Source: an optimization exercise on an open RTL-to-GDS flow (aim: small area, a short achievable clock period and few clock cycles per item). Production flows keep margins and buffers that such runs may drop.
RTL that was checked went through simulation tests only; none was proved equivalent to the original.
Power and IR drop assume default switching activity.

==> inputs of run G <==
## bounded_deque_with_dump
module bounded_deque_with_dump
#(
    parameter int DEPTH      = 16,
    parameter int DATA_WIDTH = 32
) (
    input  wire logic                         aclk,
    input  wire logic                         aresetn,
    input  wire logic                         s_valid,
    output logic                              s_ready,
    input  wire logic        [OP_W-1:0]       s_op,
    input  wire logic signed [VALUE_W-1:0]    s_value,
    output logic                              m_valid,
    input  wire logic                         m_ready,
    output logic             [STATUS_W-1:0]   m_status,
    output logic signed      [VALUE_W-1:0]    m_data,
    output logic             [$clog2(DEPTH+1)-1:0] m_fill,
    output logic                              m_last
);
Settings: LEC_CHECK=0, ABC_CLOCK_PERIOD_IN_PS=2000, CAP_MARGIN=20, CORE_MARGIN=2, CORE_UTILIZATION=65, CTS_CLUSTER_DIAMETER=45, CTS_CLUSTER_SIZE=20, SETUP_SLACK_MARGIN=2.9, SLEW_MARGIN=20; clock period 5.0 ns.
run.sh (not shown) runs the stock make flow with config.mk's settings and CLKGATE_MAP_FILE= SYNTH_SCRIPT=/design/flow/synth_recipe.tcl, a recipe that flattens the netlist after the stock synthesis.
==> run P: changes against run G <==
- ABC_AREA: unset -> 1
- ABC_CLOCK_PERIOD_IN_PS: 2000 -> unset
- CTS_CLUSTER_DIAMETER: 45 -> 60
- CTS_CLUSTER_SIZE: 20 -> 25
==> run A: changes against run G <==
--- a/flow/design.v
+++ b/flow/design.v
@@ -38,10 +38,11 @@
     logic [DATA_WIDTH-1:0] mem [DEPTH];
     logic [PTR_W-1:0]      head_q, tail_q;      
     logic [CNT_W-1:0]      cnt_q;
     logic                  empty_q;
     logic                  rdy_q;
+    logic [DEPTH-1:0]      wen_q;               
     logic                  dv_q;                
     logic [STATUS_W-1:0]   d_st_q;
     logic [CNT_W-1:0]      d_fill_q;
     logic                  d_last_q;
     logic                  d_more_q;            
@@ -122,10 +123,27 @@
                 if (is_popf) head_n = head_q + PTR_W'(1);
                 else         tail_n = tail_q - PTR_W'(1);
             end
         end
     end
+    logic                  take_pf, take_pb, take_qf, take_qb, full_n;
+    logic [DEPTH-1:0]      wen_h, wen_t, wen_n;
+    assign take_pf = acc && (s_op == OP_PUSH_FRONT) && !full;
+    assign take_pb = acc && (s_op == OP_PUSH_BACK)  && !full;
+    assign take_qf = acc && is_popf && !empty_q;
+    assign take_qb = acc && is_popb && !empty_q;
+    assign full_n  = (take_pf || take_pb) ? (cnt_q == CNT_W'(DEPTH - 1))
+                                          : (full && !(take_qf || take_qb));
+    always_comb begin
+        for (int i = 0; i < DEPTH; i++) begin
+            wen_h[i] = take_pf ? head_oh[(i + 2) % DEPTH] :
+                       take_qf ? head_oh[i] : head_oh[(i + 1) % DEPTH];
+            wen_t[i] = take_pb ? tail_oh[(i + DEPTH - 1) % DEPTH] :
+                       take_qb ? tail_oh[(i + 1) % DEPTH] : tail_oh[i];
+        end
+        wen_n = (wen_h | wen_t) & {DEPTH{!(kv_n && dv_n) && !full_n}};
+    end
     logic                  fire, take;
     logic [VALUE_W-1:0]    b_data;
     assign fire = dv_q && !kv_q;
     assign take = m_ready || !ov_q;
     always_comb begin
@@ -144,30 +162,27 @@
             dv_q     <= 1'b0;
             d_more_q <= 1'b0;
             kv_q     <= 1'b0;
             ov_q     <= 1'b0;
             rdy_q    <= 1'b1;
+            wen_q    <= DEPTH'(1) | (DEPTH'(1) << (DEPTH - 1));
         end else begin
             head_q   <= head_n;
             tail_q   <= tail_n;
             cnt_q    <= cnt_n;
             empty_q  <= (cnt_n == '0);
             dv_q     <= dv_n;
             d_more_q <= more_n;
             kv_q     <= kv_n;
             rdy_q    <= !dv_n || (!kv_n && !more_n);
             if (take) ov_q <= kv_q || fire;
-        end
-    end
-    logic [DEPTH-1:0]      wen;
-    always_comb begin
-        for (int i = 0; i < DEPTH; i++)
-            wen[i] = !(kv_q && dv_q) && !full && (head_oh[(i + 1) % DEPTH] || tail_oh[i]);
+            wen_q    <= wen_n;
+        end
     end
     always_ff @(posedge aclk) begin
         for (int i = 0; i < DEPTH; i++) begin
-            if (wen[i]) mem[i] <= s_value;
+            if (wen_q[i]) mem[i] <= s_value;
         end
     end
     always_ff @(posedge aclk) begin
         if (acc) begin
             d_st_q   <= n_st;
- CTS_CLUSTER_DIAMETER: 45 -> 60
- CTS_CLUSTER_SIZE: 20 -> 25
==> notes.md <==
|  | run P | run A | run G |
|---|---|---|---|
| Status | no timing/DRC/antenna violations | no timing/DRC/antenna violations | no timing/DRC/antenna violations |
| Global-route wire length before repair | 91.1 mm | 90.0 mm | 83.7 mm |
| Routed metal-1 wirelength | 24.5 mm | 24.2 mm | 23.1 mm |
| Diodes inserted | 0 | 1 | 1 |
| Launch point of the worst hold path | k_fill_q[0]$_DFF_P_ | k_data_q[0]$_DFF_P_ | k_data_q[19]$_DFF_P_ |
| Combinational cell fraction of total power | 0.096 | 0.097 | 0.087 |
| Clock network power share | 0.323 | 0.321 | 0.372 |
| Cell area after synthesis | 24000 µm² | 24300 µm² | 23400 µm² |
| Met2 WL post-DR | 29.1 mm | 29.9 mm | 26.9 mm |
| Reg power frac | 0.581 | 0.582 | 0.542 |
| Switching Fraction | 0.245 | 0.239 | 0.239 |
| Comb_multi_in | 999 | 648 | 566 |
| Clock-cell share of area | 0.0468 | 0.0469 | 0.0667 |
| Count of fill cells added during filler insertion | 2365 | 2234 | 2139 |
| Total power of the final layout | 10.5 mW | 10.7 mW | 11.3 mW |
| Non-clock buffer contribution to total cell area | 0.0501 | 0.0434 | 0.0451 |
| CTS resizes | 180 | 227 | 200 |
| Maximum operating frequency | 471 MHz | 467 MHz | 455 MHz |
| Mux cell area share after synthesis | 0 | 0.0212 | 0.0218 |
| Combinational logic power | 1.02 mW | 1.04 mW | 0.981 mW |
| Largest stage delay on the critical path | 0.39 ns | 0.41 ns | 0.44 ns |
| Fraction of standard cell area that is sequential | 0.685 | 0.693 | 0.690 |
| Area share of the largest cell type after synthesis | 0.724 | 0.718 | 0.743 |
| Total routed wirelength | 62.2 mm | 61.8 mm | 57.1 mm |
| GRT Resource Usage Total | 0.331 | 0.324 | 0.307 |
Testbench counts of run G, summed over its fixed seeds: cycles 11,579, items 8,000.
Testbench counts of run P, summed over its fixed seeds: cycles 11,579, items 8,000.
Testbench counts of run A, summed over its fixed seeds: cycles 11,579, items 8,000.


==> 03-14: inputs <==
bounded_deque_with_dump, a different RTL version from the one above (not shown whole).
==> module bounded_deque_with_dump, before the edit <==
module bounded_deque_with_dump
#(
    parameter int DEPTH      = 16,
    parameter int DATA_WIDTH = 32
) (
    input  wire logic                         aclk,
    input  wire logic                         aresetn,
    input  wire logic                         s_valid,
    output logic                              s_ready,
    input  wire logic        [OP_W-1:0]       s_op,
    input  wire logic signed [VALUE_W-1:0]    s_value,
    output logic                              m_valid,
    input  wire logic                         m_ready,
    output logic             [STATUS_W-1:0]   m_status,
    output logic signed      [VALUE_W-1:0]    m_data,
    output logic             [$clog2(DEPTH+1)-1:0] m_fill,
    output logic                              m_last
);
    localparam int CNT_W = $clog2(DEPTH + 1);
    localparam int PTR_W = $clog2(DEPTH);
    logic [DATA_WIDTH-1:0] mem [DEPTH];
    logic [PTR_W-1:0]      head_q, tail_q;      
    logic [CNT_W-1:0]      cnt_q;
    logic                  empty_q;
    logic                  lst_q;               
    logic [PTR_W-1:0]      lp_q;                
    logic [PTR_W-1:0]      lrem_q;              
    logic                  rdy_q;
    logic                  ov_q;                
    logic [STATUS_W-1:0]   o_st_q;
    logic [VALUE_W-1:0]    o_data_q;
    logic [CNT_W-1:0]      o_fill_q;
    logic                  o_last_q;
    logic                  kv_q;                
    logic [STATUS_W-1:0]   k_st_q;
    logic [CNT_W-1:0]      k_fill_q;
    logic                  k_last_q;
    logic [PTR_W-1:0]      k_addr_q;
    logic                  k_rd_q;
    logic                  acc, fire, take;
    logic                  full;
    logic                  is_push, is_list, is_popf, is_popb, is_pop;
    logic [STATUS_W-1:0]   b_st;
    logic [CNT_W-1:0]      b_fill;
    logic                  b_last;
    logic [PTR_W-1:0]      b_addr;
    logic                  b_rd;
    logic                  we;
    logic [PTR_W-1:0]      waddr;
    assign full    = cnt_q[CNT_W-1];
    assign acc     = s_valid && rdy_q;
    assign fire    = !kv_q && (lst_q || acc);
    assign take    = m_ready || !ov_q;
    assign is_push = (s_op == OP_PUSH_FRONT) || (s_op == OP_PUSH_BACK);
    assign is_list = (s_op == OP_LIST);
    assign is_popf = (s_op == OP_POP_FRONT);
    assign is_popb = (s_op == OP_POP_BACK);
    assign is_pop  = is_popf || is_popb;
    always_comb begin
        b_st   = STAT_OK;
        b_fill = cnt_q;
        b_last = 1'b1;
        b_rd   = 1'b0;
        b_addr = head_q;
        if (lst_q) begin
            b_rd   = 1'b1;
            b_addr = lp_q;
            b_last = (lrem_q == '0);
        end else if (is_push) begin
            if (full) b_st = STAT_FULL;
            else      b_fill = cnt_q + CNT_W'(1);
        end else if (is_list || is_pop) begin
            if (empty_q) begin
                b_st = STAT_EMPTY;
            end else begin
                b_rd = 1'b1;
                if (is_popb) b_addr = tail_q - PTR_W'(1);
                if (is_pop)  b_fill = cnt_q - CNT_W'(1);
                else         b_last = (cnt_q == CNT_W'(1));
            end
        end
    end
    assign we    = acc && !kv_q && !lst_q && is_push && !full;
    assign waddr = s_op[0] ? tail_q : head_q - PTR_W'(1);
    always_ff @(posedge aclk) begin
        for (int i = 0; i < DEPTH; i++) begin
            if (we && waddr == PTR_W'(i)) mem[i] <= s_value;
        end
    end
    logic                  kv_n, lst_n;
    always_comb begin
        kv_n  = !take && (kv_q || fire);
        lst_n = lst_q;
        if (fire) begin
            if (lst_q) begin
                if (lrem_q == '0) lst_n = 1'b0;
            end else if (is_list && !empty_q && cnt_q != CNT_W'(1)) begin
                lst_n = 1'b1;
            end
        end
    end
    always_ff @(posedge aclk) begin
        if (!aresetn) begin
            head_q  <= '0;
            tail_q  <= '0;
            cnt_q   <= '0;
            empty_q <= 1'b1;
            lst_q   <= 1'b0;
            kv_q    <= 1'b0;
            ov_q    <= 1'b0;
            rdy_q   <= 1'b1;
        end else begin
            kv_q  <= kv_n;
            lst_q <= lst_n;
            rdy_q <= !kv_n && !lst_n;
            if (take) ov_q <= kv_q || fire;
            if (fire && !lst_q) begin
                if (is_push && !full) begin
                    cnt_q   <= cnt_q + CNT_W'(1);
                    empty_q <= 1'b0;
                    if (s_op[0]) tail_q <= tail_q + PTR_W'(1);
                    else         head_q <= head_q - PTR_W'(1);
                end
                if (is_pop && !empty_q) begin
                    cnt_q   <= cnt_q - CNT_W'(1);
                    empty_q <= (cnt_q == CNT_W'(1));
                    if (is_popf) head_q <= head_q + PTR_W'(1);
                    else         tail_q <= tail_q - PTR_W'(1);
                end
            end
        end
    end
    always_ff @(posedge aclk) begin
        if (fire) begin
            if (lst_q) begin
                lp_q   <= lp_q + PTR_W'(1);
                lrem_q <= lrem_q - PTR_W'(1);
            end else begin
                lp_q   <= head_q + PTR_W'(1);
                lrem_q <= PTR_W'(cnt_q - CNT_W'(2));
            end
        end
    end
    always_ff @(posedge aclk) begin
        if (!kv_q) begin
            k_st_q   <= b_st;
            k_fill_q <= b_fill;
            k_last_q <= b_last;
            k_addr_q <= b_addr;
            k_rd_q   <= b_rd;
        end
    end
    logic [PTR_W-1:0]      r_addr;
    logic                  r_rd;
    logic [VALUE_W-1:0]    r_data;
    assign r_addr = kv_q ? k_addr_q : b_addr;
    assign r_rd   = kv_q ? k_rd_q   : b_rd;
    assign r_data = r_rd ? mem[r_addr] : '0;
    always_ff @(posedge aclk) begin
        if (take) begin
            o_st_q   <= kv_q ? k_st_q   : b_st;
            o_fill_q <= kv_q ? k_fill_q : b_fill;
            o_last_q <= kv_q ? k_last_q : b_last;
            o_data_q <= r_data;
        end
    end
    assign s_ready  = rdy_q;
    assign m_valid  = ov_q;
    assign m_status = o_st_q;
    assign m_data   = o_data_q;
    assign m_fill   = o_fill_q;
    assign m_last   = o_last_q;
endmodule
clock: 5.0 ns
lec_check: 0
cap_margin: 20
core_margin: 2
core_utilization: 40
slew_margin: 20
==> inputs of 12-16, as changes to 03-14 <==
--- a/flow/design.v
+++ b/flow/design.v
@@ -63,7 +63,6 @@
     logic [PTR_W-1:0]      b_addr;
     logic                  b_rd;
     logic                  we;
-    logic [PTR_W-1:0]      waddr;
     assign full    = cnt_q[CNT_W-1];
     assign acc     = s_valid && rdy_q;
     assign fire    = !kv_q && (lst_q || acc);
@@ -97,11 +96,11 @@
             end
         end
     end
-    assign we    = acc && !kv_q && !lst_q && is_push && !full;
-    assign waddr = s_op[0] ? tail_q : head_q - PTR_W'(1);
+    assign we = !kv_q && !full;
     always_ff @(posedge aclk) begin
         for (int i = 0; i < DEPTH; i++) begin
-            if (we && waddr == PTR_W'(i)) mem[i] <= s_value;
+            if (we && (tail_q == PTR_W'(i) || head_q == PTR_W'(i + 1)))
+                mem[i] <= s_value;
         end
     end
     logic                  kv_n, lst_n;
- ABC_CLOCK_PERIOD_IN_PS: not set -> 2000
- SETUP_SLACK_MARGIN: not set -> 3.0
==> inputs of 04-01, as changes to 03-14 <==
--- a/flow/design.v
+++ b/flow/design.v
@@ -43,6 +43,8 @@
     logic [PTR_W-1:0]      lp_q;                
     logic [PTR_W-1:0]      lrem_q;              
     logic                  rdy_q;
+    logic                  rv_q;                
+    logic [OP_W-1:0]       rop_q;
     logic                  ov_q;                
     logic [STATUS_W-1:0]   o_st_q;
     logic [VALUE_W-1:0]    o_data_q;
@@ -50,29 +52,30 @@
     logic                  o_last_q;
     logic                  kv_q;                
     logic [STATUS_W-1:0]   k_st_q;
+    logic [VALUE_W-1:0]    k_data_q;
     logic [CNT_W-1:0]      k_fill_q;
     logic                  k_last_q;
-    logic [PTR_W-1:0]      k_addr_q;
-    logic                  k_rd_q;
-    logic                  acc, fire, take;
+    logic                  acc, fire, fire_r, take;
     logic                  full;
-    logic                  is_push, is_list, is_popf, is_popb, is_pop;
+    logic                  is_push, is_pushf, is_pushb, is_list, is_popf, is_popb, is_pop;
     logic [STATUS_W-1:0]   b_st;
+    logic [VALUE_W-1:0]    b_data;
     logic [CNT_W-1:0]      b_fill;
     logic                  b_last;
     logic [PTR_W-1:0]      b_addr;
     logic                  b_rd;
-    logic                  we;
-    logic [PTR_W-1:0]      waddr;
     assign full    = cnt_q[CNT_W-1];
     assign acc     = s_valid && rdy_q;
-    assign fire    = !kv_q && (lst_q || acc);
+    assign fire_r  = rv_q && !lst_q && !kv_q;
+    assign fire    = !kv_q && (lst_q || rv_q);
     assign take    = m_ready || !ov_q;
-    assign is_push = (s_op == OP_PUSH_FRONT) || (s_op == OP_PUSH_BACK);
-    assign is_list = (s_op == OP_LIST);
-    assign is_popf = (s_op == OP_POP_FRONT);
-    assign is_popb = (s_op == OP_POP_BACK);
-    assign is_pop  = is_popf || is_popb;
+    assign is_pushf = (rop_q == OP_PUSH_FRONT);
+    assign is_pushb = (rop_q == OP_PUSH_BACK);
+    assign is_push  = is_pushf || is_pushb;
+    assign is_list  = (rop_q == OP_LIST);
+    assign is_popf  = (rop_q == OP_POP_FRONT);
+    assign is_popb  = (rop_q == OP_POP_BACK);
+    assign is_pop   = is_popf || is_popb;
     always_comb begin
         b_st   = STAT_OK;
         b_fill = cnt_q;
@@ -97,14 +100,35 @@
             end
         end
     end
-    assign we    = acc && !kv_q && !lst_q && is_push && !full;
-    assign waddr = s_op[0] ? tail_q : head_q - PTR_W'(1);
+    assign b_data = b_rd ? mem[b_addr] : '0;
+    logic [PTR_W-1:0]      head_n, tail_n;
+    logic [CNT_W-1:0]      cnt_n;
+    always_comb begin
+        head_n = head_q;
+        tail_n = tail_q;
+        cnt_n  = cnt_q;
+        if (fire_r) begin
+            if (is_push && !full) begin
+                cnt_n = cnt_q + CNT_W'(1);
+                if (is_pushb) tail_n = tail_q + PTR_W'(1);
+                else          head_n = head_q - PTR_W'(1);
+            end
+            if (is_pop && !empty_q) begin
+                cnt_n = cnt_q - CNT_W'(1);
+                if (is_popf) head_n = head_q + PTR_W'(1);
+                else         tail_n = tail_q - PTR_W'(1);
+            end
+        end
+    end
+    logic                  we;
+    assign we = !cnt_n[CNT_W-1] && !(rv_q && (lst_q || kv_q));
     always_ff @(posedge aclk) begin
         for (int i = 0; i < DEPTH; i++) begin
-            if (we && waddr == PTR_W'(i)) mem[i] <= s_value;
-        end
-    end
-    logic                  kv_n, lst_n;
+            if (we && (tail_n == PTR_W'(i) || head_n == PTR_W'(i + 1)))
+                mem[i] <= s_value;
+        end
+    end
+    logic                  kv_n, lst_n, rv_n;
     always_comb begin
         kv_n  = !take && (kv_q || fire);
         lst_n = lst_q;
@@ -115,6 +139,7 @@
                 lst_n = 1'b1;
             end
         end
+        rv_n = acc || (rv_q && !fire_r);
     end
     always_ff @(posedge aclk) begin
         if (!aresetn) begin
@@ -123,29 +148,24 @@
             cnt_q   <= '0;
             empty_q <= 1'b1;
             lst_q   <= 1'b0;
+            rv_q    <= 1'b0;
             kv_q    <= 1'b0;
             ov_q    <= 1'b0;
             rdy_q   <= 1'b1;
         end else begin
-            kv_q  <= kv_n;
-            lst_q <= lst_n;
-            rdy_q <= !kv_n && !lst_n;
+            head_q  <= head_n;
+            tail_q  <= tail_n;
+            cnt_q   <= cnt_n;
+            empty_q <= (cnt_n == '0);
+            kv_q    <= kv_n;
+            lst_q   <= lst_n;
+            rv_q    <= rv_n;
+            rdy_q   <= !rv_n || (!kv_n && !lst_n);
             if (take) ov_q <= kv_q || fire;
-            if (fire && !lst_q) begin
-                if (is_push && !full) begin
-                    cnt_q   <= cnt_q + CNT_W'(1);
-                    empty_q <= 1'b0;
-                    if (s_op[0]) tail_q <= tail_q + PTR_W'(1);
-                    else         head_q <= head_q - PTR_W'(1);
-                end
-                if (is_pop && !empty_q) begin
-                    cnt_q   <= cnt_q - CNT_W'(1);
-                    empty_q <= (cnt_q == CNT_W'(1));
-                    if (is_popf) head_q <= head_q + PTR_W'(1);
-                    else         tail_q <= tail_q - PTR_W'(1);
-                end
-            end
-        end
+        end
+    end
+    always_ff @(posedge aclk) begin
+        if (acc) rop_q <= s_op;
     end
     always_ff @(posedge aclk) begin
         if (fire) begin
@@ -161,24 +181,17 @@
     always_ff @(posedge aclk) begin
         if (!kv_q) begin
             k_st_q   <= b_st;
+            k_data_q <= b_data;
             k_fill_q <= b_fill;
             k_last_q <= b_last;
-            k_addr_q <= b_addr;
-            k_rd_q   <= b_rd;
-        end
-    end
-    logic [PTR_W-1:0]      r_addr;
-    logic                  r_rd;
-    logic [VALUE_W-1:0]    r_data;
-    assign r_addr = kv_q ? k_addr_q : b_addr;
-    assign r_rd   = kv_q ? k_rd_q   : b_rd;
-    assign r_data = r_rd ? mem[r_addr] : '0;
+        end
+    end
     always_ff @(posedge aclk) begin
         if (take) begin
             o_st_q   <= kv_q ? k_st_q   : b_st;
+            o_data_q <= kv_q ? k_data_q : b_data;
             o_fill_q <= kv_q ? k_fill_q : b_fill;
             o_last_q <= kv_q ? k_last_q : b_last;
-            o_data_q <= r_data;
         end
     end
     assign s_ready  = rdy_q;
- ABC_CLOCK_PERIOD_IN_PS: not set -> 2000
- SETUP_SLACK_MARGIN: not set -> 3.0
==> inputs of 02-04, as changes to 03-14 <==
--- a/flow/design.v
+++ b/flow/design.v
@@ -63,7 +63,6 @@
     logic [PTR_W-1:0]      b_addr;
     logic                  b_rd;
     logic                  we;
-    logic [PTR_W-1:0]      waddr;
     assign full    = cnt_q[CNT_W-1];
     assign acc     = s_valid && rdy_q;
     assign fire    = !kv_q && (lst_q || acc);
@@ -97,11 +96,11 @@
             end
         end
     end
-    assign we    = acc && !kv_q && !lst_q && is_push && !full;
-    assign waddr = s_op[0] ? tail_q : head_q - PTR_W'(1);
+    assign we = !kv_q && !full;
     always_ff @(posedge aclk) begin
         for (int i = 0; i < DEPTH; i++) begin
-            if (we && waddr == PTR_W'(i)) mem[i] <= s_value;
+            if (we && (tail_q == PTR_W'(i) || head_q == PTR_W'(i + 1)))
+                mem[i] <= s_value;
         end
     end
     logic                  kv_n, lst_n;
- ABC_CLOCK_PERIOD_IN_PS: not set -> 2000
- SETUP_SLACK_MARGIN: not set -> 2.5
==> notes <==
- Non-clock buffer count, highest first: 04-01, 02-04, 12-16, 03-14.
- Core utilization: 03-14 < 12-16 < 02-04 < 04-01.
- The highest global-route usage belongs to 04-01, the lowest to 03-14.
- Against 12-16, the wire length of 02-04 is higher by about 7%.
- In area after synthesis, 02-04 and 12-16 do not differ.
Testbench counts of 03-14, summed over its fixed seeds: cycles 11,571, items 8,000.
Function not checked in 12-16, 04-01 and 02-04: the RTL went through the layout flow alone.

static timing again, ports no longer ideal:
The results above use ideal ports. As a check the final layouts listed here were re-extracted and re-timed, cells and wires unchanged.
Step 1 (the two cells are an assumption about what drives the block):
set clk [get_ports {aclk}]
set_driving_cell -lib_cell sky130_fd_sc_hd__clkbuf_16 $clk
set_driving_cell -lib_cell sky130_fd_sc_hd__buf_2 [delete_from_list [all_inputs] $clk]
Step 2 times the ports against the registers' clock, not the clock port: input delays grow and output delays shrink by t, the midpoint of the rising clock arrivals with the driver on.
Slacks: ideal / step 1 / step 2; pairs: ideal / step 1.
run	shift t [ns]	setup slack, ns	worst setup path at the end	clock arrival spread, ns
run G	0.647	2.800 / 2.744 / 2.380	input to register	0.036 / 0.037
run P	0.639	2.878 / 2.818 / 2.368	input to register	0.030 / 0.030
run A	0.625	2.859 / 2.806 / 2.294	input to register	0.021 / 0.021
03-14	0.692	0.784 / 0.816 / 0.125	input to register	0.043 / 0.043
12-16	0.688	1.686 / 1.695 / 1.007	input to register	0.048 / 0.048
04-01	0.700	1.682 / 1.682 / 1.682	register to register	0.056 / 0.056
02-04	0.694	1.737 / 1.757 / 1.064	input to register	0.039 / 0.039
After both steps every run listed still meets setup and hold. The setup slack of 12-16, which loses most, moves by +0.009 ns with the drivers and by -0.679 ns with both steps.
